This is an optimization exercise on Yosys and OpenROAD, whose aim is small area, not a production implementation.
The RTL was checked by simulation tests, not by an equivalence proof against the original design.
No activity file was given, so power comes from the tool's default toggle rates.

==> flow/design.v <==
module rf_aoi222 (
    input  logic a1, a2, b1, b2, c1, c2,
    output logic y
);
    assign y = ~((a1 & a2) | (b1 & b2) | (c1 & c2));
endmodule
module rf_nand2 (
    input  logic a, b,
    output logic y
);
    assign y = ~(a & b);
endmodule
module rf_nand4 (
    input  logic a, b, c, d,
    output logic y
);
    assign y = ~(a & b & c & d);
endmodule
module rf_ao31 (
    input  logic [31:1] sel,
    input  logic [31:1] d,
    output logic        y
);
    logic [10:0] x;
    logic [2:0]  p;
    for (genvar j = 0; j < 10; j++) begin : g_aoi
        rf_aoi222 u_aoi (
            .a1(sel[3*j+1]), .a2(d[3*j+1]),
            .b1(sel[3*j+2]), .b2(d[3*j+2]),
            .c1(sel[3*j+3]), .c2(d[3*j+3]),
            .y(x[j])
        );
    end
    rf_nand2 u_n31 (.a(sel[31]), .b(d[31]), .y(x[10]));
    rf_nand4 u_p0 (.a(x[0]), .b(x[1]), .c(x[2]), .d(x[3]), .y(p[0]));
    rf_nand4 u_p1 (.a(x[4]), .b(x[5]), .c(x[6]), .d(x[7]), .y(p[1]));
    rf_nor2  u_r  (.a(p[0]), .b(p[1]), .y(p[2]));
    rf_nand4 u_o  (.a(p[2]), .b(x[8]), .c(x[9]), .d(x[10]), .y(y));
endmodule
module rf_nor2 (
    input  logic a, b,
    output logic y
);
    assign y = ~(a | b);
endmodule
module rf_and3 (
    input  logic a, b, c,
    output logic y
);
    assign y = a & b & c;
endmodule
module rf_pre (
    input  logic [4:0] addr,
    output logic [3:0] lo,
    output logic [7:0] hi
);
    for (genvar k = 0; k < 4; k++) begin : g_lo
        assign lo[k] = (addr[1:0] == 2'(k));
    end
    for (genvar k = 0; k < 8; k++) begin : g_hi
        assign hi[k] = (addr[4:2] == 3'(k));
    end
endmodule
module rf_pre_e (
    input  logic [4:0] addr,
    input  logic       en,
    output logic [3:0] lo,
    output logic [7:0] hi
);
    for (genvar k = 0; k < 4; k++) begin : g_lo
        assign lo[k] = en && (addr[1:0] == 2'(k));
    end
    for (genvar k = 0; k < 8; k++) begin : g_hi
        assign hi[k] = (addr[4:2] == 3'(k));
    end
endmodule
module rf_and2 (
    input  logic a, b,
    output logic y
);
    assign y = a & b;
endmodule
module rf_pre_n (
    input  logic [4:0] addr,
    input  logic       en,
    output logic [3:0] lo_n,
    output logic [7:0] hi_n
);
    for (genvar k = 0; k < 4; k++) begin : g_lo
        assign lo_n[k] = ~(en && (addr[1:0] == 2'(k)));
    end
    for (genvar k = 0; k < 8; k++) begin : g_hi
        assign hi_n[k] = ~(addr[4:2] == 3'(k));
    end
endmodule
module rf_bmux (
    input  logic [3:0]  lo,
    input  logic [7:0]  hi,
    input  logic [31:1] busy,
    output logic        y
);
    always_comb begin
        y = 1'b0;
        for (int i = 1; i < 32; i++) y = y | (lo[i % 4] & hi[i / 4] & busy[i]);
    end
endmodule
module rf_cnt (
    input  logic [5:0] cnt,
    input  logic       inc,
    input  logic       dec,
    input  logic       clr,
    output logic [5:0] nxt
);
    assign nxt = clr ? 6'd0 : cnt + 6'(inc) - 6'(dec);
endmodule
module regfile_scoreboard (
    input  logic        clock,
    input  logic        ctrl_reset_n,
    input  logic        ctrl_writeEnable,
    input  logic [4:0]  ctrl_writeReg,
    input  logic [31:0] data_writeReg,
    input  logic [4:0]  ctrl_readRegA,
    input  logic [4:0]  ctrl_readRegB,
    output logic [31:0] data_readRegA,
    output logic [31:0] data_readRegB,
    output logic        busyA,
    output logic        busyB,
    input  logic        ctrl_issueEnable,
    input  logic [4:0]  ctrl_issueReg,
    input  logic        ctrl_flush,
    output logic [5:0]  busy_count,
    output logic        err_doubleIssue
);
    logic [31:0] regs_r [1:31];
    logic [31:1] valid_r;
    logic [31:1] busy_r;
    logic [5:0]  count_r;
    logic [5:0]  count_nxt_s;
    logic        err_r;
    logic [3:0]  wlo, ilo_n, alo, blo;
    logic [7:0]  whi, ihi_n, ahi, bhi;
    logic [31:1] wsel_s, isel_s, asel_s, bsel_s;
    logic        iss_en_s, we_eff_s, iss_eff_s, same_s;
    logic        busy_iss_s, busy_wr_s;
    logic        cnt_set_s, cnt_clr_s, dbl_issue_s;
    assign iss_en_s = ctrl_issueEnable && !ctrl_flush;
    rf_pre_e u_wpre (.addr(ctrl_writeReg), .en(ctrl_writeEnable), .lo(wlo), .hi(whi));
    rf_pre_n u_ipre (.addr(ctrl_issueReg), .en(iss_en_s), .lo_n(ilo_n), .hi_n(ihi_n));
    rf_pre   u_apre (.addr(ctrl_readRegA), .lo(alo), .hi(ahi));
    rf_pre   u_bpre (.addr(ctrl_readRegB), .lo(blo), .hi(bhi));
    for (genvar i = 1; i < 32; i++) begin : g_dec
        rf_and2 u_w (.a(wlo[i % 4]), .b(whi[i / 4]), .y(wsel_s[i]));
        rf_nor2 u_i (.a(ilo_n[i % 4]), .b(ihi_n[i / 4]), .y(isel_s[i]));
        rf_and3 u_a (.a(alo[i % 4]), .b(ahi[i / 4]), .c(valid_r[i]), .y(asel_s[i]));
        rf_and3 u_b (.a(blo[i % 4]), .b(bhi[i / 4]), .c(valid_r[i]), .y(bsel_s[i]));
    end
    always_ff @(posedge clock) begin
        for (int i = 1; i < 32; i++) begin
            if (wsel_s[i]) regs_r[i] <= data_writeReg;
        end
    end
    always_ff @(posedge clock or negedge ctrl_reset_n) begin
        if (!ctrl_reset_n) begin
            valid_r <= '0;
        end else begin
            valid_r <= valid_r | wsel_s;
        end
    end
    rf_ao31 u_biss (.sel(isel_s), .d(busy_r), .y(busy_iss_s));
    rf_ao31 u_bwr  (.sel(wsel_s), .d(busy_r), .y(busy_wr_s));
    assign we_eff_s    = ctrl_writeEnable && (ctrl_writeReg != 5'd0);
    assign iss_eff_s   = ctrl_issueEnable && (ctrl_issueReg != 5'd0);
    assign same_s      = (ctrl_issueReg == ctrl_writeReg);
    assign cnt_set_s   = iss_eff_s && !busy_iss_s;
    assign cnt_clr_s   = busy_wr_s && !(iss_eff_s && same_s);
    assign dbl_issue_s = busy_iss_s && !(we_eff_s && same_s);
    rf_cnt u_cnt (.cnt(count_r), .inc(cnt_set_s), .dec(cnt_clr_s), .clr(ctrl_flush), .nxt(count_nxt_s));
    always_ff @(posedge clock or negedge ctrl_reset_n) begin
        if (!ctrl_reset_n) begin
            busy_r  <= '0;
            count_r <= '0;
            err_r   <= 1'b0;
        end else begin
            busy_r  <= isel_s | (busy_r & ~(wsel_s | {31{ctrl_flush}}));
            count_r <= count_nxt_s;
            err_r   <= !ctrl_flush && (err_r || dbl_issue_s);
        end
    end
    for (genvar b = 0; b < 32; b++) begin : g_rd
        logic [31:1] col;
        for (genvar i = 1; i < 32; i++) begin : g_col
            assign col[i] = regs_r[i][b];
        end
        rf_ao31 u_a (.sel(asel_s), .d(col), .y(data_readRegA[b]));
        rf_ao31 u_b (.sel(bsel_s), .d(col), .y(data_readRegB[b]));
    end
    rf_bmux u_busya (.lo(alo), .hi(ahi), .busy(busy_r), .y(busyA));
    rf_bmux u_busyb (.lo(blo), .hi(bhi), .busy(busy_r), .y(busyB));
    assign busy_count      = count_r;
    assign err_doubleIssue = err_r;
endmodule
==> flow/flow/run.sh <==
#!/bin/bash
set -euo pipefail
export BUFFER_PORTS_ARGS="-buffer_cell sky130_fd_sc_hd__buf_1"
export PRE_GLOBAL_PLACE_TCL="$PWD/flow/upsize.tcl"
export CTS_ARGS="-sink_clustering_enable -repair_clock_nets -dont_use_dummy_load -sink_clustering_size 16 -sink_clustering_max_diameter 60 -buf_list {sky130_fd_sc_hd__clkbuf_8}"
bash standard.sh finish > flow_make.log 2>&1
==> flow/flow/upsize.tcl <==
# Run before global placement (PRE_GLOBAL_PLACE_TCL): give the drivers of the
# register file's wide select nets (write enables and read selects, each with
# 32 or more loads) a drive strength that can carry the net without the
# resizer adding a buffer after a minimum-size gate.
set upsize_map {
  sky130_fd_sc_hd__and2_1 sky130_fd_sc_hd__and2_4
  sky130_fd_sc_hd__and3_1 sky130_fd_sc_hd__and3_2
}
set n_up 0
foreach inst [get_cells *] {
  set ref [get_property $inst ref_name]
  if { ![dict exists $upsize_map $ref] } { continue }
  set fanout 0
  foreach pin [get_pins -of_objects $inst] {
    if { [get_property $pin direction] eq "output" } {
      set net [get_nets -of_objects $pin]
      set fanout [llength [get_pins -of_objects $net -filter "direction==input"]]
    }
  }
  if { $fanout >= 24 } {
    replace_cell $inst [dict get $upsize_map $ref]
    incr n_up
  }
}
puts "upsize.tcl: resized $n_up select drivers"
==> flow/standard.sh <==
#!/bin/bash
# synth_recipe.tcl (not shown) runs the flow's synth.tcl, then flattens the netlist and writes it again
# the make line also repeats each setting of config.mk as NAME=value (left out here)
make -C /OpenROAD-flow-scripts/flow DESIGN_CONFIG=/design/flow/config.mk WORK_HOME=/design/flow/orfs CLKGATE_MAP_FILE= SYNTH_SCRIPT=/design/flow/synth_recipe.tcl "${@:-finish}"
==> flow/config.mk <==
export PLATFORM = sky130hd
export DESIGN_NAME = regfile_scoreboard
export DESIGN_NICKNAME = regfile_scoreboard
export VERILOG_FILES = /design/flow/design.v
export SDC_FILE = /design/flow/constraint.sdc
export NUM_CORES = 4
export LEC_CHECK = 0
export CAP_MARGIN = 20
export CORE_MARGIN = 2
export CORE_UTILIZATION = 55
export GPL_TIMING_DRIVEN = 0
export SETUP_SLACK_MARGIN = 0.2
export SLEW_MARGIN = 20
export SYNTH_HIERARCHICAL = 1
export SYNTH_MINIMUM_KEEP_SIZE = 0
==> flow/constraint.sdc <==
create_clock -name core_clock -period 7.0 [get_ports {clock}]
set_input_delay 1.4000 -clock core_clock [delete_from_list [all_inputs] [get_ports {clock}]]
set_output_delay 1.4000 -clock core_clock [all_outputs]
set_load 0.01 [all_outputs]
==> notes.md, run 1 <==
share of synthesized area occupied by flip-flops and latches=74.6%; clock power share=27.1%; worst-case setup slack after placement=slightly below 1 ns; number of clock sinks=1061; run status=timing/DRC/antenna clean; largest net degree at the start of global routing=36; switching fraction of total power=between 20% and 30%; final instance area=0.0455 mm²; I/O Pins=130; Critical Path End Type=output port; synthesized cell area=around 0.042 mm²; fraction of the cycle the final worst path needs=90.8%; worst path setup slack after routing=0.644 ns; transition time of the tightest slew-check pin=1.28 ns; TritonCTS buffer count=83; leakage=0.0141 µW; vias in the first global route=30800; Clock Tree Root=clkbuf_8; worst hold path class=register to register; library cell contributing the largest single delay on the critical path=and3_2; CTS HTree Levels=3; first-pass GRT wire length=221 mm; HPWL after detailed placement=slightly above 80 mm; layout cell share with drive strength beyond 1=between 10% and 20%; area grow syn2layout=7.80%; initial antenna violation count=4; crit start category=primary input; cell class contributing the biggest share of worst-path delay=simple AND/OR/NAND/NOR gates; internal cell power=8360 µW; area share of the largest cell type after synthesis=70.5%; drt pass-1 iters=13; VDD IR max=0.159 mV; number of gates resized after cts=0; routed wire length per instance=43.9 µm; die span in x=between 200 and 300 µm; # setup viols final=0; max-capacitance violation count=0; cell area after placement=0.0443 mm²; DIE AREA=approximately 0.08 mm²; Worst Path Required=between 5 and 6 ns; vias per std cell=8.55; clock tree from TritonCTS=yes; post-route clock skew=0.0433 ns; Clock Path Buffers=3; Switch Pwr=2660 µW; Critical path buffers and inverters=2; vertical die dimension=281 µm; syn_area_per_cell=~17 µm²; Critical Path AT=4.96 ns; power density normalized to cell area=242 mW/mm²; register clock-pin slew on the reported worst setup and hold paths=0.11 ns; Worst Path Class, Setup=primary input to output port; fin crit period=6.36 ns; synth warn=9; Core Footprint=around 0.076 mm²; synthesized netlist net count=2493; Gate power share=8.2%; DRC violation total after the first TritonRoute iteration=8147; fmax=approximately 160 MHz; Flop pwr share=64.7%; DRC Markers=0; Final Hold Fails=0; Worst Hold Margin=0.492 ns; post-synth top area cell=edfxtp_1; synth top area cells=edfxtp_1 (71%), a222oi_1 (16%), dfrtp_1 (4.1%), nand4_1 (2.9%), nor2_1 (1.2%); peak fanout along the critical path=32; gr ovfl total=0; number of nets in the finished design=2713; number of buffers inserted by post-CTS setup repair=0; max incr delay on CP=1.16 ns; wire length reported by the detailed router=162 mm; routed vias=31500; instance count of the mapped netlist=about 2400; Initial Util=55.6%; total count of max-transition violations in the final report=0; Detail Route Antenna Nets=0; list of cells traversed by the critical path=buf_1 > nor3b_1 > and3_2 > a222oi_1 > nand4_1 > nor2_1 > nand4_1 > buf_1; Port Buffers=~130; Slew Limit Headroom=14.9%; number of synthesized register bits=approximately 1100; sum of negative setup slack=0 ns; synth unique cells=39; hold bufs inserted after CTS=0; global placement routability congestion=0.902; Global Route Usage Sum=40.3%; FP Rows=101; unrepaired setup endpoints after global routing=no; worst skew pair latency=0.73 ns
[worst paths after layout]
| kind | startpoint | endpoint | slack [ns] | cells past startpoint |
|---|---|---|---|---|
| min | valid_r[24]$_DFF_PN0_ | valid_r[24]$_DFF_PN0_ | 0.49 | 1 |
| max in group asynchronous | ctrl_reset_n | valid_r[8]$_DFF_PN0_ | 5.94 | 2 |
| max reg2reg | busy_r[13]$_DFF_PN0_ | count_r[4]$_DFF_PN0_ | 3.75 | 14 |
| min in group asynchronous | ctrl_reset_n | valid_r[31]$_DFF_PN0_ | 0.54 | 1 |
| min reg2reg | valid_r[24]$_DFF_PN0_ | valid_r[24]$_DFF_PN0_ | 0.49 | 1 |
| max | ctrl_readRegA[3] | data_readRegA[30] | 0.64 | 8 |
[worst register-to-register path: cells and delay by family (launching register included)]
| kind | cells | cell delay (ns) |
|---|---|---|
| flops | 1 | 0.44 |
| compound gates | 3 | 0.78 |
| fa+ha+maj | 3 | 0.90 |
| xor+xnor | 1 | 0.18 |
| simple gates | 5 | 0.77 |
| buf+inv | 2 | 0.09 |
[modules after synthesis (local to each module, per instance), a selection]
| module | cells inside | cell area (µm²) |
|---|---|---|
| regfile_scoreboard | 1176 | 32200 |
| rf_cnt | 33 | 250 |
| rf_bmux | 29 | 189 |
| rf_pre_n | 12 | 88.8 |
| rf_pre | 12 | 87.6 |
| rf_aoi222 | 1 | 10.0 |
| rf_and3 | 1 | 6.26 |
| rf_nand4 | 1 | 6.26 |
| rf_and2 | 1 | 6.26 |
| rf_nor2 | 1 | 3.75 |
| rf_nand2 | 1 | 3.75 |
[power groups by stage]
stage / Sequential, µW / Combinational [µW] / Clock (µW)
floorplan: 7250 / 396 / 0
global placement: 7260 / 834 / 0
detailed placement: 7260 / 858 / 0
CTS: 7120 / 860 / 3000
global route: 7140 / 934 / 3200
finish: 7130 / 908 / 2990
[final cells by class]
cell class,instances,area (µm²)
Buffer,8,33.8
Fill cell,5707,30400
Antenna cell,3,7.51
Sequential cell,1061,31500
Inverter,13,48.8
Multi-Input combinational cell,1347,10800
Clock buffer,83,1140
Tap cell,1030,1290
Timing Repair Buffer,135,646
[Yosys cell counts, drive strengths merged]
library cell,count
edfxtp,992
a222oi,668
nand4,199
nor2,136
nand2,77
dfrtp,69
and3,66
a21o,34
and2,33
or2,31
a22oi,22
inv,13
and3b,11
nor3b,11
nor2b,8
ha,6
nand3,6
xnor2,6
clkbuf,5
nand3b,5
a21oi,4
or3b,4
buf,3
nor3,3
xor2,3
a221oi,2
a22o,2
o21ai,2
o22ai,2
o31a,2
or4,2
fa,1
or3,1
[stage by stage]
step / cells / total power [µW] / util [%]
2_1_floorplan: 2429 / 7640 / -
3_3_place_gp: 3588 / 8090 / 58.1
3_5_place_dp: 3592 / 8120 / 58.3
4_1_cts: 3675 / 11000 / 59.8
5_1_grt: 3678 / 11300 / 59.9
6_report: 3680 / 11000 / 59.9
[logic make-up (layout without fill, tap and decap cells)]
family / after synthesis / in the layout / share of synthesized area (%)
adders and majority gates: 7 / 7 / 0.225
buffers and inverters: 21 / 239 / 0.196
DFF: 1061 / 1061 / 74.6
other: 0 / 3 / 0
and+or+nand+nor: 593 / 593 / 7.69
AOI/OAI and AO/OA: 738 / 738 / 17.1
xor gates and xnor gates: 9 / 9 / 0.187
[sequential cells by signal, summed over array words and instances, names as in the netlist]
register  cells
valid_r      31
regs_r      992
err_r         1
count_r       6
busy_r       31
[placed cells by master (no fill, tap or decap), drive strengths merged, types with 4 or more instances in the layout]
master	synthesis	final
a21o	34	34
a21oi	4	4
a222oi	668	668
a22oi	22	22
and2	33	33
and3	66	66
and3b	11	11
buf	3	127
clkbuf	5	99
dfrtp	69	69
edfxtp	992	992
ha	6	6
inv	13	13
nand2	77	77
nand3	6	6
nand3b	5	5
nand4	199	199
nor2	136	136
nor2b	8	8
nor3b	11	11
or2	31	31
or3b	4	4
xnor2	6	6
[layer usage]
metal | up-vias | global-route usage [%] | routed length, µm
li1 | 12000 | - | -
met1 | 15800 | 54.7 | 55900
met2 | 3073 | 59.0 | 70400
met3 | 504 | 13.6 | 27900
met4 | 4 | 18.6 | 7500
met5 | - | 0 | 23
==> run 2, diff against run 1 <==
--- a/flow/config.mk
+++ b/flow/config.mk
@@ -9,3 +9,3 @@
 export CORE_MARGIN = 2
-export CORE_UTILIZATION = 55
+export CORE_UTILIZATION = 40
 export GPL_TIMING_DRIVEN = 0
==> run 2 against run 1 <==
- via count shrank 0.86%
- area after synthesis did not move
- largest power group unchanged
- cell area is 1.6% higher
- die area grew 37%
- register-to-register slack got worse by 0.20 ns
- cell count rose by 10%
- largest cell class unchanged
==> notes.md, run 2 <==
power density normalized to cell area=236 mW/mm² (-2.4%); TritonCTS buffer count=80 (-3.6%); DRC violation total after the first TritonRoute iteration=8964 (+10%); first-pass GRT wire length=225 mm (+1.9%); HPWL after detailed placement=84.3 mm (+1.7%); share of synthesized area occupied by flip-flops and latches=74.6% (unchanged); area fraction in and, or, nand and nor cells after synthesis=7.69% (unchanged); FP Rows=119 (+18%); Detail Route Antenna Nets=0 (unchanged); synth unique cells=39 (unchanged); routed wire length per instance=40.7 µm (-7.3%); Met1 Wirelength=54.7 mm (-2.2%); worst path setup slack after routing=0.846 ns (+0.203 ns); die span in x=329 µm (+17%); routed vias=31200 (-0.86%); area used by sequential logic in the layout=0.0315 mm² (unchanged); leakage=0.0142 µW (+0.39%); number of clock sinks=1061 (unchanged); number of nets in the finished design=2720 (+0.26%); number of buffers inserted by post-CTS setup repair=0 (unchanged); fmax=163 MHz (+3.3%); Worst Setup SP=ctrl_readRegB[3]; most flop-heavy register=regs_r; layout cell share with drive strength beyond 1=10.4% (+0.20 points); sum of negative setup slack=0 ns (unchanged); setup slack of the most critical reg-to-reg path=3.55 ns (-0.20 ns); run status=timing/DRC/antenna clean; post-synth top area cell=edfxtp_1; Critical Path End Type=output port; share of flip-flops with an asynchronous set or reset=6.50% (unchanged); gr ovfl total=0 (unchanged); Synth top cells by count=edfxtp_1 (992), a222oi_1 (668), nand4_1 (199); Worst Path Class, Setup=primary input to output port; most common cell after layout, fill and taps aside=edfxtp_1; drt pass-1 iters=14 (+1); DIE AREA=0.108 mm² (+37%); synthesized netlist net count=2493 (unchanged); number of gates resized after cts=0 (unchanged); # setup viols final=0 (unchanged); largest registers ranked by flip-flop count=regs_r x992, busy_r x31, valid_r x31; Core Footprint=0.105 mm² (+38%); initial antenna violation count=10 (+6); wire length reported by the detailed router=165 mm (+2.0%); Worst Path Required=5.60 ns (about the same); transition time of the tightest slew-check pin=1.31 ns (+0.0336 ns); met3 WL=23.6 mm (-15%); worst reg2reg endpoint=count_r[4]$_DFF_PN0_; area grow syn2layout=9.51%; unrepaired setup endpoints after global routing=no; final standard cell count with taps included and fillers excluded=4047 (+10%); clock tree from TritonCTS=yes; VDD IR max=0.0972 mV (-39%); synth warn=9 (unchanged); beginning of the worst register-to-register path=busy_r[13]$_DFF_PN0_; Clock Path Buffers=3 (unchanged); met2 WL=75.9 mm (+7.9%); register clock-pin slew on the reported worst setup and hold paths=0.09 ns (-0.02 ns); synth top area cells=edfxtp_1 (71%), a222oi_1 (16%), dfrtp_1 (4.1%), nand4_1 (2.9%), nor2_1 (1.2%); synthesized-area fraction occupied by xor and xnor cells=0.187% (unchanged); worst hold path class=register to register; syn_area_per_cell=17.4 µm² (unchanged); peak fanout along the critical path=32 (unchanged); fraction of the cycle the final worst path needs=87.9% (-2.9 points); most numerous cell in the Yosys netlist=edfxtp_1; number of fill cells=9109 (+60%); worst skew pair latency=0.72 ns (about the same); post-route clock skew=0.0363 ns (-0.00699 ns); vias in the first global route=30900 (+0.43%); Setup crit end=data_readRegB[29]; Port Buffers=129 (unchanged); number of synthesized register bits=1061 (unchanged); area share of the largest cell type after synthesis=70.5% (unchanged); Global Route Usage Sum=29.5% (-11 points); total count of max-transition violations in the final report=0 (unchanged); I/O Pins=130 (unchanged); CTS HTree Levels=3 (unchanged); area taken by multi-input logic gates=0.0109 mm² (+0.61%); synthesized-area fraction occupied by adder cells=0.225% (unchanged); hold bufs inserted after CTS=0 (unchanged); uppermost metal layer occupied by signal nets=met5; Initial Util=40.2% (-15 points); highest-count cells in the layout ignoring fill and taps=edfxtp_1 (992), a222oi_1 (668), nand4_1 (199), nor2_1 (134), buf_1 (96); Slew Limit Headroom=12.7% (-2.2 points); max-capacitance violation count=0 (unchanged); fin crit period=6.15 ns (-0.203 ns); synthesized cell area=0.0422 mm² (unchanged); worst-case setup slack after placement=0.854 ns (-0.126 ns); cells on worst reg2reg path=14 (unchanged); largest net degree at the start of global routing=36 (unchanged); number of enable flip-flop cells after synthesis=992 (unchanged); Clock Tree Root=clkbuf_8; global placement routability congestion=0.846 (-6.3%); Inst Count DP=3963 (+10%); instance count of the mapped netlist=2429 (unchanged); compound-gate portion of the synthesized area=17.1% (unchanged); vias per std cell=7.71 (-9.9%); flip-flop count of the largest register after layout=992 (unchanged); largest family of logic cells by synthesized area=compound AO/OA/AOI/OAI gates; vertical die dimension=329 µm (+17%); share of the core filled with cells in the final layout=44.1% (-16 points); Primary FF master, synth=edfxtp_1; fraction of synthesized area in multiplexers=0% (unchanged); Final Hold Fails=0 (unchanged); DRC Markers=0 (unchanged); crit start category=primary input; Critical Path AT=4.75 ns (-0.21 ns)
run 2: cell counts after synthesis:
Identical to the previous run, type by type.
run 2: metal layers:
layer  global-route usage (%)  vias up
met3                     8.06      641
met1                     35.8    15500
met4                     18.2       14
met5                        0        -
li1                         -    12000
met2                     46.9     2999
run 2: layout make-up:
class                   instances  share of cell area (%)
flip-flops and latches       1061                    68.1
multi-input cells            1347                    23.6
well taps                    1391                    3.76
clock buffers                  80                    2.38
repair buffers                145                    1.93
inverters                      13                   0.106
plain buffers                   8                  0.0730
diodes                          2                  0.0108
run 2: worst min-delay path by stage:
stage / from / slack (ns) / cells past startpoint / endpoint
after floorplan: valid_r[10]$_DFF_PN0_ / 0.45 / 1 / valid_r[10]$_DFF_PN0_
after global placement: valid_r[29]$_DFF_PN0_ / 0.46 / 1 / valid_r[29]$_DFF_PN0_
after detailed placement: valid_r[9]$_DFF_PN0_ / 0.47 / 1 / valid_r[9]$_DFF_PN0_
after CTS: valid_r[9]$_DFF_PN0_ / 0.49 / 1 / valid_r[9]$_DFF_PN0_
after global routing: valid_r[27]$_DFF_PN0_ / 0.50 / 1 / valid_r[27]$_DFF_PN0_
final: valid_r[16]$_DFF_PN0_ / 0.50 / 1 / valid_r[16]$_DFF_PN0_
run 2: Yosys stat by module (local to each module, per instance), excerpt:
module              cells inside  cell area (µm²)  times used
regfile_scoreboard          1176            32200           1
rf_cnt                        33              250           1
rf_bmux                       29              189           2
rf_pre_e                      12             96.3           1
rf_pre_n                      12             88.8           1
rf_pre                        12             87.6           2
rf_aoi222                      1             10.0         660
rf_and2                        1             6.26          31
rf_and3                        1             6.26          62
rf_nand4                       1             6.26         198
rf_nand2                       1             3.75          66
rf_nor2                        1             3.75          97
run 2: where the power goes:
part	total [µW]	switching (µW)	leakage [µW]	internal, µW
Sequential	7130	74.2	0.00981	7050
Clock	2950	1920	0.000575	1030
Combinational	852	604	0.00381	248
Total	10900	2600	0.0142	8330
run 2: kinds of logic after synthesis:
| kind of cell | Yosys count |
|---|---|
| buf+inv | 21 |
| xor+xnor | 9 |
| compound gates | 738 |
| simple gates | 593 |
| flops | 1061 |
| fa+ha+maj | 7 |
run 2: metrics by stage:
step / hold WS [ns] / total power [µW] / cell area (µm²)
after floorplan: 0.445 / 7640 / 42200
after global placement: 0.458 / 8040 / 44600
after detailed placement: 0.466 / 8090 / 45000
after CTS: 0.487 / 10900 / 46100
after global routing: 0.499 / 11200 / 46200
final: 0.497 / 10900 / 46200
run 2: critical path: stages:
cell and delay, ns:
buf_1 0.24, nor3b_1 0.80, and3_2 1.21, a222oi_1 0.30
nand4_1 0.16, nor2_1 0.12, nand4_1 0.18, buf_1 0.32
==> run 3, diff against run 2 <==
--- a/flow/design.v
+++ b/flow/design.v
@@ -1 +1,13 @@
+module rf_oai22 (
+    input  logic a1, a2, b1, b2,
+    output logic y
+);
+    assign y = ~((a1 | a2) & (b1 | b2));
+endmodule
+module rf_nand2b (
+    input  logic a, b,
+    output logic y
+);
+    assign y = ~(a & b);
+endmodule
 module rf_aoi222 (
@@ -139,2 +151,7 @@
     logic        err_r;
+    logic        phase_r;
+    logic [31:1] wsel_n_s;
+    logic [31:0] wdx_s;
+    logic [31:0] rawA_s, rawB_s;
+    logic        anyA_s, anyB_s;
     logic [3:0]  wlo, ilo_n, alo, blo;
@@ -152,2 +169,3 @@
         rf_and2 u_w (.a(wlo[i % 4]), .b(whi[i / 4]), .y(wsel_s[i]));
+        rf_nand2b u_wn (.a(wlo[i % 4]), .b(whi[i / 4]), .y(wsel_n_s[i]));
         rf_nor2 u_i (.a(ilo_n[i % 4]), .b(ihi_n[i / 4]), .y(isel_s[i]));
@@ -156,5 +174,17 @@
     end
-    always_ff @(posedge clock) begin
-        for (int i = 1; i < 32; i++) begin
-            if (wsel_s[i]) regs_r[i] <= data_writeReg;
+    always_ff @(posedge clock or negedge ctrl_reset_n) begin
+        if (!ctrl_reset_n) begin
+            phase_r <= 1'b0;
+        end else begin
+            phase_r <= ~phase_r;
+        end
+    end
+    assign wdx_s = data_writeReg ^ {32{phase_r}};
+    for (genvar i = 1; i < 32; i++) begin : g_reg
+        for (genvar b = 0; b < 32; b++) begin : g_bit
+            logic d_nxt;
+            rf_oai22 u_d (.a1(regs_r[i][b]), .a2(wsel_s[i]), .b1(wdx_s[b]), .b2(wsel_n_s[i]), .y(d_nxt));
+            always_ff @(posedge clock) begin
+                regs_r[i][b] <= d_nxt;
+            end
         end
@@ -193,5 +223,9 @@
         end
-        rf_ao31 u_a (.sel(asel_s), .d(col), .y(data_readRegA[b]));
-        rf_ao31 u_b (.sel(bsel_s), .d(col), .y(data_readRegB[b]));
-    end
+        rf_ao31 u_a (.sel(asel_s), .d(col), .y(rawA_s[b]));
+        rf_ao31 u_b (.sel(bsel_s), .d(col), .y(rawB_s[b]));
+    end
+    assign anyA_s        = |asel_s;
+    assign anyB_s        = |bsel_s;
+    assign data_readRegA = rawA_s ^ {32{phase_r & anyA_s}};
+    assign data_readRegB = rawB_s ^ {32{phase_r & anyB_s}};
     rf_bmux u_busya (.lo(alo), .hi(ahi), .busy(busy_r), .y(busyA));
--- a/flow/flow/upsize.tcl
+++ b/flow/flow/upsize.tcl
@@ -1,5 +1,5 @@
 # Run before global placement (PRE_GLOBAL_PLACE_TCL): give the drivers of the
-# register file's wide select nets (write enables and read selects, each with
-# 32 or more loads) a drive strength that can carry the net without the
-# resizer adding a buffer after a minimum-size gate.
+# register file's wide select nets (write enables in both polarities and read
+# selects, each with 32 or more loads) a drive strength that can carry the net
+# without the resizer adding a buffer after a minimum-size gate.
 set upsize_map {
@@ -7,2 +7,3 @@
   sky130_fd_sc_hd__and3_1 sky130_fd_sc_hd__and3_2
+  sky130_fd_sc_hd__nand2_1 sky130_fd_sc_hd__nand2_2
 }
==> run 3 against run 2 <==
- area after synthesis decreased by 5.9%
- first-iteration DRC count increased by 21%
- still clean
- total power increased by 31%
- clock power increased by 6.8%
- utilization increased by 1.6 points
- largest cell class unchanged
- highest routed layer unchanged
- worst setup slack got worse by 0.65 ns
- sequential share of layout area decreased by 20 points
- non-clock buffer count increased by 32
- critical path type unchanged
==> notes.md, run 3 <==
list of cells traversed by the critical path=buf_1 > nor2b_1 > and3_2 > nor4_1 > nand4_1 > o21ai_4 > buf_8 > xnor2_1 > buf_1; run status=timing/DRC/antenna clean; number of enable flip-flop cells after synthesis=0 (-100%); number of synthesized register bits=1062 (+0.094%); initial antenna violation count=3 (-7); fin crit period=6.80 ns (+0.650 ns); final instance area=0.0449 mm² (-2.9%); sum of negative setup slack=0 ns (unchanged); wire length reported by the detailed router=194 mm (+18%); I/O Pins=130 (unchanged); area grow syn2layout=13.0%; gr ovfl total=0 (unchanged); drt pass-1 iters=14 (unchanged); Primary FF master, synth=dfxtp_1; synth top area cells=dfxtp_1 (50%), a222oi_1 (17%), o22ai_1 (16%), dfrtp_1 (4.4%), nand4_1 (3.2%); Global Route Usage Sum=35.9% (+6.4 points); number of clock sinks=1062 (+0.094%); synthesized cell area=0.0397 mm² (-5.9%); CTS HTree Levels=3 (unchanged); Critical path buffers and inverters=3 (+1); share of flip-flops with an asynchronous set or reset=6.59% (+0.088 points); Clock Tree Root=clkbuf_8; synth unique cells=41 (+5.1%); register clock-pin slew on the reported worst setup and hold paths=0.07 ns (-0.02 ns); Synth top cells by count=o22ai_1 (994), dfxtp_1 (992), a222oi_1 (668); first-pass GRT wire length=272 mm (+21%); most flop-heavy register=regs_r; Port Buffers=129 (unchanged); global placement routability congestion=0.917 (+8.5%); leakage=0.0155 µW (+9.1%); Final Hold Fails=0 (unchanged); worst skew pair latency=0.79 ns (+0.07 ns); Critical Path End Type=output port; Worst Path Class, Setup=primary input to output port; DIE AREA=0.102 mm² (-5.8%); total count of max-transition violations in the final report=0 (unchanged); Core Footprint=0.0984 mm² (-6.2%); post-route clock skew=0.0791 ns (+0.0427 ns); max incr delay on CP=1.11 ns (-0.10 ns); routed vias=42000 (+35%); DRC Markers=0 (unchanged); Detail Route Antenna Nets=0 (unchanged); area share of the largest cell type after synthesis=50.0% (-21 points); Slew Limit Headroom=9.91% (-2.7 points); crit start category=primary input; FP Rows=115 (-3.4%); routed wire length per instance=37.9 µm (-7.0%); largest net degree at the start of global routing=36 (unchanged); highest-count cells in the layout ignoring fill and taps=o22ai_1 (994), dfxtp_1 (992), a222oi_1 (668), nand4_1 (203), nor2_1 (136); Worst Path Required=5.60 ns (about the same); vias in the first global route=39200 (+27%); post-synth top area cell=dfxtp_1; VDD IR max=0.133 mV (+36%); synth warn=10 (+1); syn_area_per_cell=11.1 µm² (-36%); cell area after placement=0.0436 mm² (-3.0%); layout cell share with drive strength beyond 1=8.92% (-1.5 points); synthesized netlist net count=3645 (+46%); Clock Path Buffers=3 (unchanged); vertical die dimension=319 µm (-3.0%); number of buffers inserted by post-CTS setup repair=0 (unchanged); max-capacitance violation count=0 (unchanged); flip-flop count of the largest register after layout=992 (unchanged); cell class contributing the biggest share of worst-path delay=simple AND/OR/NAND/NOR gates; vias per std cell=8.19 (+6.2%); largest registers ranked by flip-flop count=regs_r x992, busy_r x31, valid_r x31; number of nets in the finished design=3902 (+43%); most frequent CP cell=buf_1; most numerous cell in the Yosys netlist=o22ai_1; die span in x=319 µm (-3.0%); transition time of the tightest slew-check pin=1.35 ns (+0.0412 ns); power density normalized to cell area=318 mW/mm² (+34%); HPWL after detailed placement=103 mm (+22%); hold bufs inserted after CTS=0 (unchanged); worst hold path class=register to register; most common cell after layout, fill and taps aside=o22ai_1; Critical Path AT=5.40 ns (+0.65 ns); instance count of the mapped netlist=3581 (+47%); clock tree from TritonCTS=yes; fmax=147 MHz (-9.6%); unrepaired setup endpoints after global routing=no; library cell contributing the largest single delay on the critical path=and3_2; DRC violation total after the first TritonRoute iteration=10900 (+21%); peak fanout along the critical path=33 (+3.1%); number of gates resized after cts=0 (unchanged); Initial Util=40.4% (+0.15 points); fraction of the cycle the final worst path needs=97.2% (+9.3 points); # setup viols final=0 (unchanged); TritonCTS buffer count=88 (+10%); number of fill cells=9283 (+1.9%); share of synthesized area occupied by flip-flops and latches=54.4% (-20 points)
[run 3: area by class of cell]
cell class                      count  area (µm²)  area share (%)
Antenna cell                        3        7.51          0.0167
Buffer                             18         143           0.318
Clock buffer                       88        1210            2.70
Inverter                           14        52.6           0.117
Multi-Input combinational cell   2487       18800            41.9
Sequential cell                  1062       21600            48.1
Tap cell                         1287        1610            3.59
Timing Repair Buffer              167        1450            3.23
[run 3: metrics by stage]
stage          cells  total power [µW]  util, %  setup slack, ns  hold slack, ns
2_1_floorplan   3581              9980        -             2.22           0.442
3_3_place_gp    4997             10900     42.7            0.481           0.449
3_5_place_dp    5034             11100     44.3            0.490           0.459
4_1_cts         5122             14100     45.6            0.483           0.470
5_1_grt         5125             14800     45.6            0.282           0.479
6_report        5126             14300     45.6            0.197           0.469
[run 3: worst paths after layout]
path / start / to / slack, ns / cells after the start
worst min-delay path: regs_r[17][30]$_DFF_P_ / regs_r[17][30]$_DFF_P_ / 0.47 / 1
worst max-delay path: ctrl_readRegB[1] / data_readRegB[19] / 0.20 / 9
max in group asynchronous: ctrl_reset_n / busy_r[4]$_DFF_PN0_ / 5.81 / 2
worst max register to register: busy_r[16]$_DFF_PN0_ / count_r[4]$_DFF_PN0_ / 3.79 / 14
min in group asynchronous: ctrl_reset_n / busy_r[10]$_DFF_PN0_ / 0.66 / 1
worst min register to register: regs_r[17][30]$_DFF_P_ / regs_r[17][30]$_DFF_P_ / 0.47 / 1
[run 3: logic make-up (layout without fill, tap and decap cells)]
logic type,Yosys count,after routing,synth area share (%)
flops,1062,1062,54.4
other cells,0,3,0
compound gates,1732,1732,33.8
simple gates,643,643,8.76
buf+inv,32,287,0.485
xor+xnor,105,105,2.31
fa+ha+maj,7,7,0.239
[run 3: Yosys stat by module, one instance, submodules excluded, a selection]
| module | copies in the design | cell area (µm²) | cells |
|---|---|---|---|
| regfile_scoreboard | 1 | 23400 | 1305 |
| rf_bmux | 2 | 189 | 29 |
| rf_pre_n | 1 | 88.8 | 12 |
| rf_pre | 2 | 87.6 | 12 |
| rf_aoi222 | 660 | 10.0 | 1 |
| rf_oai22 | 992 | 6.26 | 1 |
| rf_nor2 | 97 | 3.75 | 1 |
[run 3: power by group]
group	leakage [µW]	total [µW]	switching, µW	internal (µW)
Combinational	0.00545	2560	1440	1120
Clock	0.000633	3150	2030	1120
Sequential	0.00940	8550	1070	7480
Total	0.0155	14300	4540	9730
[run 3: per-layer routing]
metal  global-route usage, %  wire length (µm)  up-vias
met5                       0                 7        -
met4                    20.3             12200        2
met3                    14.1             31700      887
met2                    51.2             79400     4025
met1                    46.0             71000    20400
li1                        -                 -    16700
==> run 4, diff against run 3 <==
--- a/flow/config.mk
+++ b/flow/config.mk
@@ -9,3 +9,3 @@
 export CORE_MARGIN = 2
-export CORE_UTILIZATION = 40
+export CORE_UTILIZATION = 55
 export GPL_TIMING_DRIVEN = 0
==> run 4 against run 3 <==
- first-iteration DRC count grew 21%
- largest power group unchanged
- still clean
- worst setup slack lost 0.13 ns
- sequential power grew 0.5%
- die area shrank 27%
- fmax shrank 1.9%
- global-route usage grew 16 points
- critical path depth is the same
==> notes.md, run 4 <==
run status=timing/DRC/antenna clean; clock tree from TritonCTS=yes; max incr delay on CP=1.19 ns (+0.08 ns); Setup crit end=data_readRegB[15]; Worst Path Required=5.60 ns (about the same); area grow syn2layout=11.6%; peak fanout along the critical path=33 (unchanged); Critical Path AT=5.53 ns (+0.13 ns); # setup viols final=0 (unchanged); VDD IR max=0.210 mV (+59%); Synth top cells by count=o22ai_1 (994), dfxtp_1 (992), a222oi_1 (668); DRC violation total after the first TritonRoute iteration=13100 (+21%); synth unique cells=41 (unchanged); first-pass GRT wire length=281 mm (+3.6%); global placement routability congestion=0.981 (+6.9%); cell class contributing the biggest share of worst-path delay=simple AND/OR/NAND/NOR gates; flip-flop count of the largest register after layout=992 (unchanged); highest-count cells in the layout ignoring fill and taps=o22ai_1 (994), dfxtp_1 (992), a222oi_1 (668), nand4_1 (203), nor2_1 (134); synth top area cells=dfxtp_1 (50%), a222oi_1 (17%), o22ai_1 (16%), dfrtp_1 (4.4%), nand4_1 (3.2%); number of buffers inserted by post-CTS setup repair=0 (unchanged); total count of max-transition violations in the final report=0 (unchanged); setup slack of the most critical reg-to-reg path=3.82 ns (+0.03 ns); I/O Pins=130 (unchanged); fmax=144 MHz (-1.9%); largest net degree at the start of global routing=36 (unchanged); unrepaired setup endpoints after global routing=no; wire length reported by the detailed router=201 mm (+3.6%); worst hold path class=register to register; layout cell share with drive strength beyond 1=8.83% (-0.084 points); Critical path buffers and inverters=2 (-1); Clock Tree Root=clkbuf_8; most flop-heavy register=regs_r; Detail Route Antenna Nets=0 (unchanged); fraction of the cycle the final worst path needs=99.1% (+1.9 points); synth warn=10 (unchanged); number of cells on the critical path=9 (unchanged); crit start category=primary input; worst reg2reg endpoint=count_r[4]$_DFF_PN0_; Inst Count DP=4696 (-6.7%); vias in the first global route=41900 (+6.9%); beginning of the worst register-to-register path=busy_r[1]$_DFF_PN0_; number of clock sinks=1062 (unchanged); hold bufs inserted after CTS=0 (unchanged); met1 global-route usage=60.8% (+15 points); share of synthesized area occupied by flip-flops and latches=54.4% (unchanged); TritonCTS buffer count=79 (-10%); power density normalized to cell area=320 mW/mm² (+0.85%); CTS HTree Levels=3 (unchanged); transition time of the tightest slew-check pin=1.31 ns (-0.0440 ns); share of the core filled with cells in the final layout=62.0% (+16 points); number of nets in the finished design=3893 (-0.23%); Worst Hold Margin=0.473 ns (+0.00358 ns); largest registers ranked by flip-flop count=regs_r x992, busy_r x31, valid_r x31; instance count of the mapped netlist=3581 (unchanged); Port Buffers=129 (unchanged); die span in x=273 µm (-15%); synthesized cell area=0.0397 mm² (unchanged); Clock Path Buffers=3 (unchanged); Initial Util=55.6% (+15 points); most common cell after layout, fill and taps aside=o22ai_1; number of synthesized register bits=1062 (unchanged); register clock-pin slew on the reported worst setup and hold paths=0.10 ns (+0.03 ns); FP Rows=98 (-15%); worst skew pair latency=0.74 ns (-0.05 ns); vias per std cell=9.12 (+11%); sum of negative setup slack=0 ns (unchanged); post-synth top area cell=dfxtp_1; leakage=0.0154 µW (-0.48%); post-route clock skew=0.0517 ns (-0.0274 ns); gr ovfl total=0 (unchanged); routed wire length per instance=42.0 µm (+11%); max-capacitance violation count=0 (unchanged); Final Hold Fails=0 (unchanged); Slew Limit Headroom=12.5% (+2.6 points); GR met2 Demand/Resource=71.7% (+20 points); Worst Path Class, Setup=primary input to output port; final standard cell count with taps included and fillers excluded=4788 (-6.6%); share of flip-flops with an asynchronous set or reset=6.59% (unchanged); most numerous cell in the Yosys netlist=o22ai_1; Primary FF master, synth=dfxtp_1; synthesized netlist net count=3645 (unchanged); Worst Setup SP=ctrl_readRegB[0]; DRC Markers=0 (unchanged); vertical die dimension=273 µm (-15%); DIE AREA=0.0744 mm² (-27%); fin crit period=6.93 ns (+0.131 ns); cells on worst reg2reg path=14 (unchanged); initial antenna violation count=7 (+4); area share of the largest cell type after synthesis=50.0% (unchanged); Global Route Usage Sum=51.6% (+16 points); Critical Path End Type=output port; number of enable flip-flop cells after synthesis=0 (unchanged); routed vias=43700 (+4.1%); number of gates resized after cts=0 (unchanged); list of cells traversed by the critical path=buf_1 > nor2b_1 > and3_2 > a222oi_1 > nand4_1 > nor2_1 > nand4_1 > xnor2_1 > buf_1; drt pass-1 iters=14 (unchanged); HPWL after detailed placement=110 mm (+6.7%); Core Footprint=0.0715 mm² (-27%); syn_area_per_cell=11.1 µm² (unchanged); layer carrying the most global-route usage=met2; met3 track demand over resource=26.0% (+12 points); library cell contributing the largest single delay on the critical path=and3_2
-- run 4: layer usage --
| layer | up-vias | wire length, µm | share of wire (%) |
|---|---|---|---|
| li1 | 16700 | - | - |
| met1 | 21000 | 65600 | 33 |
| met2 | 4732 | 79800 | 40 |
| met3 | 1301 | 37000 | 18 |
| met4 | 8 | 18600 | 9.2 |
| met5 | - | 333 | 0.17 |
-- run 4: layout make-up --
class	count	area, µm²
buffer	18	140
timing repair buffer	167	1430
clock buffer	79	1090
antenna	11	27.5
sequential	1062	21600
multi-input combinational	2487	18800
fill	5778	27100
tap	950	1190
inverter	14	52.6
-- run 4: kinds of logic (layout without fill, tap and decap cells) --
| logic type | count (synthesis) | after routing | share of synthesized area, % |
|---|---|---|---|
| compound gates | 1732 | 1732 | 33.8 |
| flops | 1062 | 1062 | 54.4 |
| simple gates | 643 | 643 | 8.76 |
| xor+xnor | 105 | 105 | 2.31 |
| buf+inv | 32 | 278 | 0.485 |
| fa+ha+maj | 7 | 7 | 0.239 |
| other cells | 0 | 11 | 0 |
-- run 4: worst min-delay path by stage --
stage | startpoint | to | slack (ns) | depth (start not counted)
after floorplan | regs_r[10][0]$_DFF_P_ | regs_r[10][0]$_DFF_P_ | 0.44 | 1
after global placement | regs_r[28][18]$_DFF_P_ | regs_r[28][18]$_DFF_P_ | 0.45 | 1
after detailed placement | regs_r[4][14]$_DFF_P_ | regs_r[4][14]$_DFF_P_ | 0.46 | 1
after CTS | regs_r[21][21]$_DFF_P_ | regs_r[21][21]$_DFF_P_ | 0.47 | 1
after global routing | regs_r[2][19]$_DFF_P_ | regs_r[2][19]$_DFF_P_ | 0.49 | 1
final | regs_r[31][6]$_DFF_P_ | regs_r[31][6]$_DFF_P_ | 0.47 | 1
-- run 4: Yosys stat by module, one instance, submodules excluded, excerpt --
module / cells inside / area [µm²]
rf_nand2b: 1 / 3.75
rf_nand4: 1 / 6.26
rf_pre: 12 / 87.6
rf_aoi222: 1 / 10.0
rf_pre_n: 12 / 88.8
rf_pre_e: 12 / 96.3
rf_cnt: 33 / 250
rf_and3: 1 / 6.26
rf_and2: 1 / 6.26
rf_bmux: 29 / 189
regfile_scoreboard: 1305 / 23400
rf_nand2: 1 / 3.75
rf_oai22: 1 / 6.26
rf_nor2: 1 / 3.75
-- run 4: power by group --
part           total (µW)  internal, µW  leakage [µW]  switching (µW)
clock network        2980          1020      0.000568            1960
logic                2640          1120       0.00544            1510
registers            8590          7480       0.00940            1110
-- run 4: metrics by stage --
stage / setup slack (ns) / instance area, µm² / power [µW]
after detailed placement: 0.665 / 43200 / 11100
after global placement: 0.386 / 41600 / 10800
after CTS: 0.659 / 44300 / 13900
after global routing: 0.354 / 44300 / 14600
final: 0.0653 / 44300 / 14200
after floorplan: 2.22 / 39700 / 9980
==> run 5, diff against run 4 <==
--- a/flow/design.v
+++ b/flow/design.v
@@ -5,2 +5,14 @@
     assign y = ~((a1 | a2) & (b1 | b2));
+endmodule
+module rf_inv (
+    input  logic a,
+    output logic y
+);
+    assign y = ~a;
+endmodule
+module rf_xnor2 (
+    input  logic a, b,
+    output logic y
+);
+    assign y = ~(a ^ b);
 endmodule
@@ -153,5 +165,5 @@
     logic [31:1] wsel_n_s;
-    logic [31:0] wdx_s;
+    logic [31:0] wdx_s, wdx_n_s;
     logic [31:0] rawA_s, rawB_s;
-    logic        anyA_s, anyB_s;
+    logic        anyA_s, anyB_s, peA_s, peB_s;
     logic [3:0]  wlo, ilo_n, alo, blo;
@@ -181,3 +193,6 @@
     end
-    assign wdx_s = data_writeReg ^ {32{phase_r}};
+    for (genvar b = 0; b < 32; b++) begin : g_wdx
+        rf_xnor2 u_x (.a(data_writeReg[b]), .b(phase_r), .y(wdx_n_s[b]));
+        rf_inv   u_i (.a(wdx_n_s[b]), .y(wdx_s[b]));
+    end
     for (genvar i = 1; i < 32; i++) begin : g_reg
@@ -226,6 +241,8 @@
     end
-    assign anyA_s        = |asel_s;
-    assign anyB_s        = |bsel_s;
-    assign data_readRegA = rawA_s ^ {32{phase_r & anyA_s}};
-    assign data_readRegB = rawB_s ^ {32{phase_r & anyB_s}};
+    rf_bmux u_anya (.lo(alo), .hi(ahi), .busy(valid_r), .y(anyA_s));
+    rf_bmux u_anyb (.lo(blo), .hi(bhi), .busy(valid_r), .y(anyB_s));
+    rf_and2 u_pea (.a(phase_r), .b(anyA_s), .y(peA_s));
+    rf_and2 u_peb (.a(phase_r), .b(anyB_s), .y(peB_s));
+    assign data_readRegA = rawA_s ^ {32{peA_s}};
+    assign data_readRegB = rawB_s ^ {32{peB_s}};
     rf_bmux u_busya (.lo(alo), .hi(ahi), .busy(busy_r), .y(busyA));
--- a/flow/flow/upsize.tcl
+++ b/flow/flow/upsize.tcl
@@ -1,5 +1,6 @@
 # Run before global placement (PRE_GLOBAL_PLACE_TCL): give the drivers of the
-# register file's wide select nets (write enables in both polarities and read
-# selects, each with 32 or more loads) a drive strength that can carry the net
-# without the resizer adding a buffer after a minimum-size gate.
+# register file's wide nets (write enables in both polarities, read selects,
+# write data and phase corrections, each with 31 or more loads) a drive
+# strength that can carry the net without the resizer adding a buffer after a
+# minimum-size gate.
 set upsize_map {
@@ -8,2 +9,3 @@
   sky130_fd_sc_hd__nand2_1 sky130_fd_sc_hd__nand2_2
+  sky130_fd_sc_hd__inv_1 sky130_fd_sc_hd__inv_2
 }
--- a/flow/config.mk
+++ b/flow/config.mk
@@ -9,3 +9,3 @@
 export CORE_MARGIN = 2
-export CORE_UTILIZATION = 55
+export CORE_UTILIZATION = 40
 export GPL_TIMING_DRIVEN = 0
==> run 5 against run 4 <==
- still clean on timing, DRC and antenna
- hold slack worse by 0.0033 ns
- area after synthesis up 0.75%
- register-to-register slack about the same
- cell count up 8.2%
- largest cell class unchanged
==> notes.md, run 5 <==
die span in x=320 µm (+17%); highest-count cells in the layout ignoring fill and taps=o22ai_1 (996), dfxtp_1 (992), a222oi_1 (676), nand4_1 (199), nor2_1 (134); Primary FF master, synth=dfxtp_1; HPWL after detailed placement=102 mm (-7.0%); Critical Path AT=5.33 ns (-0.20 ns); most flop-heavy register=regs_r; register clock-pin slew on the reported worst setup and hold paths=0.06 ns (-0.04 ns); share of synthesized area occupied by flip-flops and latches=54.0% (-0.41 points); worst skew pair latency=0.81 ns (+0.07 ns); # setup viols final=0 (unchanged); max-capacitance violation count=0 (unchanged); routed vias=41700 (-4.6%); CTS HTree Levels=3 (unchanged); Core Footprint=0.0997 mm² (+39%); synthesized netlist net count=3714 (+1.9%); Critical Path End Type=output port; initial antenna violation count=6 (-1); wire length reported by the detailed router=191 mm (-4.9%); share of flip-flops with an asynchronous set or reset=6.59% (unchanged); I/O Pins=130 (unchanged); most numerous cell in the Yosys netlist=o22ai_1; hold bufs inserted after CTS=0 (unchanged); drt pass-1 iters=14 (unchanged); Worst Path Required=5.60 ns (about the same); TritonCTS buffer count=93 (+18%); number of enable flip-flop cells after synthesis=0 (unchanged); synthesized cell area=0.0400 mm² (+0.75%); gr ovfl total=0 (unchanged); vias in the first global route=39400 (-6.0%); synth warn=10 (unchanged); unrepaired setup endpoints after global routing=no; number of fill cells=9617 (+66%); DIE AREA=0.103 mm² (+38%); vias per std cell=8.04 (-12%); largest net degree at the start of global routing=36 (unchanged); fmax=149 MHz (+3.1%); post-synth top area cell=dfxtp_1; area grow syn2layout=9.51%; largest registers ranked by flip-flop count=regs_r x992, busy_r x31, valid_r x31; Final Hold Fails=0 (unchanged); fin crit period=6.73 ns (-0.207 ns); syn_area_per_cell=11.0 µm² (-1.2%); power density normalized to cell area=325 mW/mm² (+1.4%); crit start category=primary input; most common cell after layout, fill and taps aside=o22ai_1; vertical die dimension=320 µm (+17%); worst-case setup slack after placement=0.388 ns (-0.277 ns); fraction of the cycle the final worst path needs=96.1% (-3.0 points); DRC Markers=0 (unchanged); first-pass GRT wire length=269 mm (-4.3%); global placement routability congestion=0.923 (-5.8%); sum of negative setup slack=0 ns (unchanged); leakage=0.0155 µW (+0.80%); area share of the largest cell type after synthesis=49.6% (-0.37 points); peak fanout along the critical path=32 (-3.0%); FP Rows=116 (+18%); Clock Tree Root=clkbuf_8; synth unique cells=39 (-4.9%); number of synthesized register bits=1062 (unchanged); post-route clock skew=0.0849 ns (+0.0332 ns); VDD IR max=0.149 mV (-29%); flip-flop count of the largest register after layout=992 (unchanged); Worst Path Class, Setup=primary input to output port; Port Buffers=129 (unchanged); run status=timing/DRC/antenna clean; DRC violation total after the first TritonRoute iteration=10500 (-20%); routed wire length per instance=36.9 µm (-12%); Global Route Usage Sum=35.3% (-16 points); Synth top cells by count=o22ai_1 (996), dfxtp_1 (992), a222oi_1 (676); worst hold path class=register to register; Slew Limit Headroom=14.4% (+1.8 points); number of nets in the finished design=3946 (+1.4%); instance count of the mapped netlist=3650 (+1.9%); transition time of the tightest slew-check pin=1.28 ns (-0.0228 ns); worst path setup slack after routing=0.273 ns (+0.207 ns); Initial Util=40.2% (-15 points); clock tree from TritonCTS=yes; total count of max-transition violations in the final report=0 (unchanged); number of clock sinks=1062 (unchanged); layout cell share with drive strength beyond 1=8.32% (-0.51 points); synth top area cells=dfxtp_1 (50%), a222oi_1 (17%), o22ai_1 (16%), dfrtp_1 (4.4%), nand4_1 (3.1%); Detail Route Antenna Nets=0 (unchanged); Clock Path Buffers=3 (unchanged)
[run 5: layout make-up]
class / instances / area, µm² / share of cell area, %
buffer: 20 / 85.1 / 0.194
sequential: 1062 / 21600 / 49.3
timing repair buffer: 137 / 617 / 1.41
multi-input combinational: 2516 / 18400 / 42.0
inverter: 52 / 195 / 0.445
clock buffer: 93 / 1280 / 2.92
tap: 1298 / 1620 / 3.70
antenna: 4 / 10.0 / 0.0228
[run 5: per-layer routing]
layer	wire length [µm]	up-vias	global-route usage [%]
met5	23	-	0
met2	78500	3773	50.6
met1	70300	20200	45.6
li1	-	16900	-
met4	11900	4	20.7
met3	30800	846	12.7
[run 5: per-stage QoR]
stage          hold WS [ns]  power (µW)  instances  area [µm²]  utilization (%)
2_1_floorplan         0.442        9920       3650       40000                -
3_3_place_gp          0.449       10800       5077       42400             42.5
3_5_place_dp          0.459       10900       5084       42500             42.6
4_1_cts               0.471       14100       5177       43800             43.9
5_1_grt               0.483       14700       5179       43800             44.0
6_report              0.470       14200       5182       43800             44.0
[run 5: where the power goes]
part	internal [µW]	switching [µW]	total [µW]	leakage (µW)
combinational	1010	1410	2420	0.00546
sequential	7480	1090	8580	0.00940
clock	1180	2070	3250	0.000669
total	9670	4570	14200	0.0155
[run 5: timing repair]
item,4_1_cts,5_1_grt
resized for setup,0,2
endpoints found under the setup margin,0,3
setup buffers,0,0
[run 5: final timing paths]
kind / depth (start not counted) / slack, ns / from / end
max in group asynchronous: 3 / 5.50 / ctrl_reset_n / valid_r[15]$_DFF_PN0_
hold / removal: 1 / 0.47 / regs_r[14][4]$_DFF_P_ / regs_r[14][4]$_DFF_P_
setup / recovery: 9 / 0.27 / ctrl_readRegA[3] / data_readRegA[30]
setup reg to reg: 14 / 3.81 / busy_r[16]$_DFF_PN0_ / count_r[4]$_DFF_PN0_
min in group asynchronous: 1 / 0.68 / ctrl_reset_n / count_r[3]$_DFF_PN0_
hold reg to reg: 1 / 0.47 / regs_r[14][4]$_DFF_P_ / regs_r[14][4]$_DFF_P_
[run 5: kinds of logic after synthesis]
family / Yosys count / share of synthesized area, %
DFF: 1062 / 54.0
AOI/OAI and AO/OA: 1766 / 34.2
and+or+nand+nor: 638 / 8.56
xor gates and xnor gates: 105 / 2.30
adders and majority gates: 7 / 0.237
buffers and inverters: 72 / 0.700
[run 5: worst max-delay path: stages]
cell and delay (ns):
buf_1 0.30, nor3b_1 0.91, and3_2 1.04, a222oi_1 0.28
nand4_1 0.34, nor2_1 0.10, nand4_1 0.12, xor2_1 0.57
buf_1 0.23
[run 5: per-module statistics from Yosys, one instance, submodules excluded, excerpt]
module | times used | cell area (µm²)
rf_nand2b | 31 | 3.75
rf_and2 | 33 | 6.26
regfile_scoreboard | 1 | 22900
rf_oai22 | 992 | 6.26
rf_and3 | 62 | 6.26
rf_pre_e | 1 | 96.3
rf_bmux | 4 | 189
rf_pre | 2 | 87.6
rf_nor2 | 97 | 3.75
rf_inv | 32 | 3.75
rf_cnt | 1 | 250
rf_nand4 | 198 | 6.26
==> run 6, diff against run 5 <==
--- a/flow/config.mk
+++ b/flow/config.mk
@@ -9,3 +9,3 @@
 export CORE_MARGIN = 2
-export CORE_UTILIZATION = 40
+export CORE_UTILIZATION = 55
 export GPL_TIMING_DRIVEN = 0
==> run 6 against run 5 <==
- sequential share of layout area grew 0.72 points
- highest routed layer unchanged
- sequential cell count did not move
- still clean
- critical path depth up 3
- clock-buffer cell count fell by 13
- first-iteration DRC count grew 32%
- sequential power grew 0.5%
- register-to-register slack lost 0.23 ns
- critical endpoint is now data_readRegB[21]
- synthesized cell count unchanged
- area after synthesis is the same
- routed wire length grew 3.0%
- largest power group unchanged
- utilization is 16 points higher
==> notes.md, run 6 <==
run status=timing/DRC/antenna clean; number of clock sinks=1062 (unchanged); most common cell after layout, fill and taps aside=o22ai_1; DRC violation total after the first TritonRoute iteration=13800 (+32%); Final Hold Fails=0 (unchanged); Port Buffers=129 (unchanged); instance count of the mapped netlist=3650 (unchanged); leakage=0.0154 µW (-0.59%); # setup viols final=0 (unchanged); cell area after placement=0.0420 mm² (-1.1%); area share of the largest cell type after synthesis=49.6% (unchanged); routed vias=44000 (+5.5%); DIE AREA=0.0750 mm² (-27%); fmax=147 MHz (-1.2%); sum of negative setup slack=0 ns (unchanged); Global Route Usage Sum=49.9% (+15 points); synth top area cells=dfxtp_1 (50%), a222oi_1 (17%), o22ai_1 (16%), dfrtp_1 (4.4%), nand4_1 (3.1%); first-pass GRT wire length=276 mm (+2.4%); synthesized netlist net count=3714 (unchanged); I/O Pins=130 (unchanged); initial antenna violation count=9 (+3); Synth top cells by count=o22ai_1 (996), dfxtp_1 (992), a222oi_1 (676); TritonCTS buffer count=80 (-14%); vias in the first global route=42000 (+6.6%); layout cell share with drive strength beyond 1=7.92% (-0.41 points); Inst Count DP=4734 (-6.9%); Worst Hold Margin=0.476 ns (+0.00684 ns); die span in x=274 µm (-15%); largest registers ranked by flip-flop count=regs_r x992, busy_r x31, valid_r x31; synth unique cells=39 (unchanged); FP Rows=98 (-16%); post-route clock skew=0.0462 ns (-0.0387 ns); Clock Tree Root=clkbuf_8; worst hold path class=register to register; total count of max-transition violations in the final report=0 (unchanged); CTS HTree Levels=3 (unchanged); area grow syn2layout=7.93%; Primary FF master, synth=dfxtp_1; drt pass-1 iters=20 (+6); synthesized cell area=0.0400 mm² (unchanged); DRC Markers=0 (unchanged); register clock-pin slew on the reported worst setup and hold paths=0.10 ns (+0.04 ns); Critical Path End Type=output port; power density normalized to cell area=325 mW/mm² (about the same); highest-count cells in the layout ignoring fill and taps=o22ai_1 (996), dfxtp_1 (992), a222oi_1 (676), nand4_1 (199), nor2_1 (134); fin crit period=6.81 ns (+0.0822 ns); syn_area_per_cell=11.0 µm² (unchanged); HPWL after detailed placement=104 mm (+1.3%); most numerous cell in the Yosys netlist=o22ai_1; vias per std cell=9.12 (+13%); Detail Route Antenna Nets=0 (unchanged); gr ovfl total=0 (unchanged); VDD IR max=0.242 mV (+62%); final instance area=0.0432 mm² (-1.4%); number of synthesized register bits=1062 (unchanged); Worst Path Required=5.60 ns (about the same); most flop-heavy register=regs_r; global placement routability congestion=0.998 (+8.0%); Critical Path AT=5.41 ns (+0.08 ns); post-synth top area cell=dfxtp_1; max-capacitance violation count=0 (unchanged); number of enable flip-flop cells after synthesis=0 (unchanged); Core Footprint=0.0717 mm² (-28%); worst skew pair latency=0.77 ns (-0.04 ns); peak fanout along the critical path=10 (-69%); number of buffers inserted by post-CTS setup repair=0 (unchanged); flip-flop count of the largest register after layout=992 (unchanged); unrepaired setup endpoints after global routing=no; routed wire length per instance=40.9 µm (+11%); synth warn=10 (unchanged); share of synthesized area occupied by flip-flops and latches=54.0% (unchanged); transition time of the tightest slew-check pin=1.29 ns (+0.00818 ns); clock tree from TritonCTS=yes; fraction of the cycle the final worst path needs=97.3% (+1.2 points); number of nets in the finished design=3930 (-0.41%); Initial Util=55.8% (+16 points); Slew Limit Headroom=13.5% (-0.85 points); Worst Path Class, Setup=primary input to output port; share of flip-flops with an asynchronous set or reset=6.59% (unchanged); vertical die dimension=274 µm (-15%); wire length reported by the detailed router=197 mm (+3.0%); Clock Path Buffers=3 (unchanged); final standard cell count with taps included and fillers excluded=4823 (-6.9%); largest net degree at the start of global routing=36 (unchanged); crit start category=primary input
-- run 6: critical path, stage by stage --
cell	delay, ns
buf_1	0.19
nor2b_2	0.55
clkbuf_1	0.47
a222oi_1	0.21
o22ai_1	0.18
a221oi_1	0.07
nand3_1	0.18
and2_1	0.27
clkbuf_1	0.38
buf_2	0.66
xor2_1	0.59
buf_1	0.22
-- run 6: kinds of logic (layout without fill, tap and decap cells) --
group                      Yosys count  after routing  synth area share, %
other                                0              9                    0
adders and majority gates            7              7                0.237
xor gates and xnor gates           105            105                 2.30
and+or+nand+nor                    638            638                 8.56
DFF                               1062           1062                 54.0
buffers and inverters               72            286                0.700
AOI/OAI and AO/OA                 1766           1766                 34.2
-- run 6: cell type report --
| type | instances | area [µm²] |
|---|---|---|
| antenna | 9 | 22.5 |
| buffer | 20 | 85.1 |
| multi-input combinational | 2516 | 18400 |
| fill | 5987 | 28500 |
| sequential | 1062 | 21600 |
| clock buffer | 80 | 1100 |
| inverter | 52 | 195 |
| tap | 950 | 1190 |
| timing repair buffer | 134 | 559 |
-- run 6: Yosys stat by module (local to each module, per instance), a selection --
module	flops+latches	copies in the design
rf_and2	0	33
rf_pre_n	0	1
rf_nor2	0	97
rf_aoi222	0	660
rf_pre_e	0	1
rf_nand2b	0	31
-- run 6: routing by layer --
metal / part of all wire (%) / vias to the layer above / global-route usage, %
met4: 7.1 / 10 / 30.3
li1: - / 16800 / -
met1: 34 / 21100 / 61.4
met5: 0.14 / - / 4.43
met3: 19 / 1193 / 25.9
met2: 40 / 4829 / 68.3
-- run 6: final timing paths --
path,start,endpoint,slack [ns],cells after the start
max,ctrl_readRegB[0],data_readRegB[21],0.19,12
min in group asynchronous,ctrl_reset_n,count_r[5]$_DFF_PN0_,0.52,1
max in group asynchronous,ctrl_reset_n,valid_r[27]$_DFF_PN0_,5.92,2
min reg2reg,regs_r[8][9]$_DFF_P_,regs_r[8][9]$_DFF_P_,0.48,1
min,regs_r[8][9]$_DFF_P_,regs_r[8][9]$_DFF_P_,0.48,1
max reg2reg,busy_r[13]$_DFF_PN0_,count_r[4]$_DFF_PN0_,3.58,14
-- run 6: repair_timing --
item                                    CTS  global route
hold buffers                              0             0
endpoints found under the setup margin    0             7
endpoints found under the hold margin     0             0
gates resized for setup                   0             2
-- run 6: power by group --
part	switching, µW	total (µW)	internal (µW)	leakage, µW
combinational	1400	2410	1010	0.00546
clock	1990	3020	1030	0.000575
sequential	1130	8620	7480	0.00940
total	4530	14000	9510	0.0154
-- run 6: per-stage QoR --
step / worst slack (ns) / total power (µW) / util [%]
after floorplan: 2.14 / 9920 / -
after global placement: 0.391 / 10700 / 58.5
after detailed placement: 0.441 / 10900 / 58.6
after CTS: 0.428 / 13800 / 60.1
after global routing: 0.253 / 14500 / 60.2
final: 0.190 / 14000 / 60.2

[port drivers added, routing unchanged]
In the flow no input, the clock included, has a driving cell. The finished layouts below were timed again as built, in two steps.
Step 1 assumes that a clkbuf_16 drives the clock port and a buf_2 every other input.
Step 2 times the ports against the registers' clock, not the clock port: input delays grow and output delays shrink by t, the midpoint of the rising clock arrivals with the driver on.
Slacks: ideal ports / drivers / drivers and shift; pairs: ideal ports / drivers.
run | shift t [ns] | setup WS [ns] | worst setup path at the end | clock arrival spread, ns | slew at the worst register clock pin (ns)
run 1 | 0.785 | 0.644 / 0.619 / 0.619 | input to output | 0.082 / 0.082 | 0.11 / 0.11
run 2 | 0.779 | 0.846 / 0.797 / 0.797 | input to output | 0.124 / 0.123 | 0.11 / 0.11
run 3 | 0.809 | 0.197 / 0.171 / 0.171 | input to output | 0.112 / 0.112 | 0.11 / 0.11
run 4 | 0.782 | 0.065 / 0.038 / 0.038 | input to output | 0.083 / 0.083 | 0.11 / 0.11
run 5 | 0.821 | 0.273 / 0.250 / 0.250 | input to output | 0.125 / 0.126 | 0.11 / 0.11
run 6 | 0.832 | 0.190 / 0.169 / 0.169 | input to output | 0.081 / 0.080 | 0.11 / 0.11
After both steps every run listed still meets setup and hold. For run 2, which loses most, drivers alone change the setup slack by -0.049 ns; drivers and shift together by -0.049 ns.
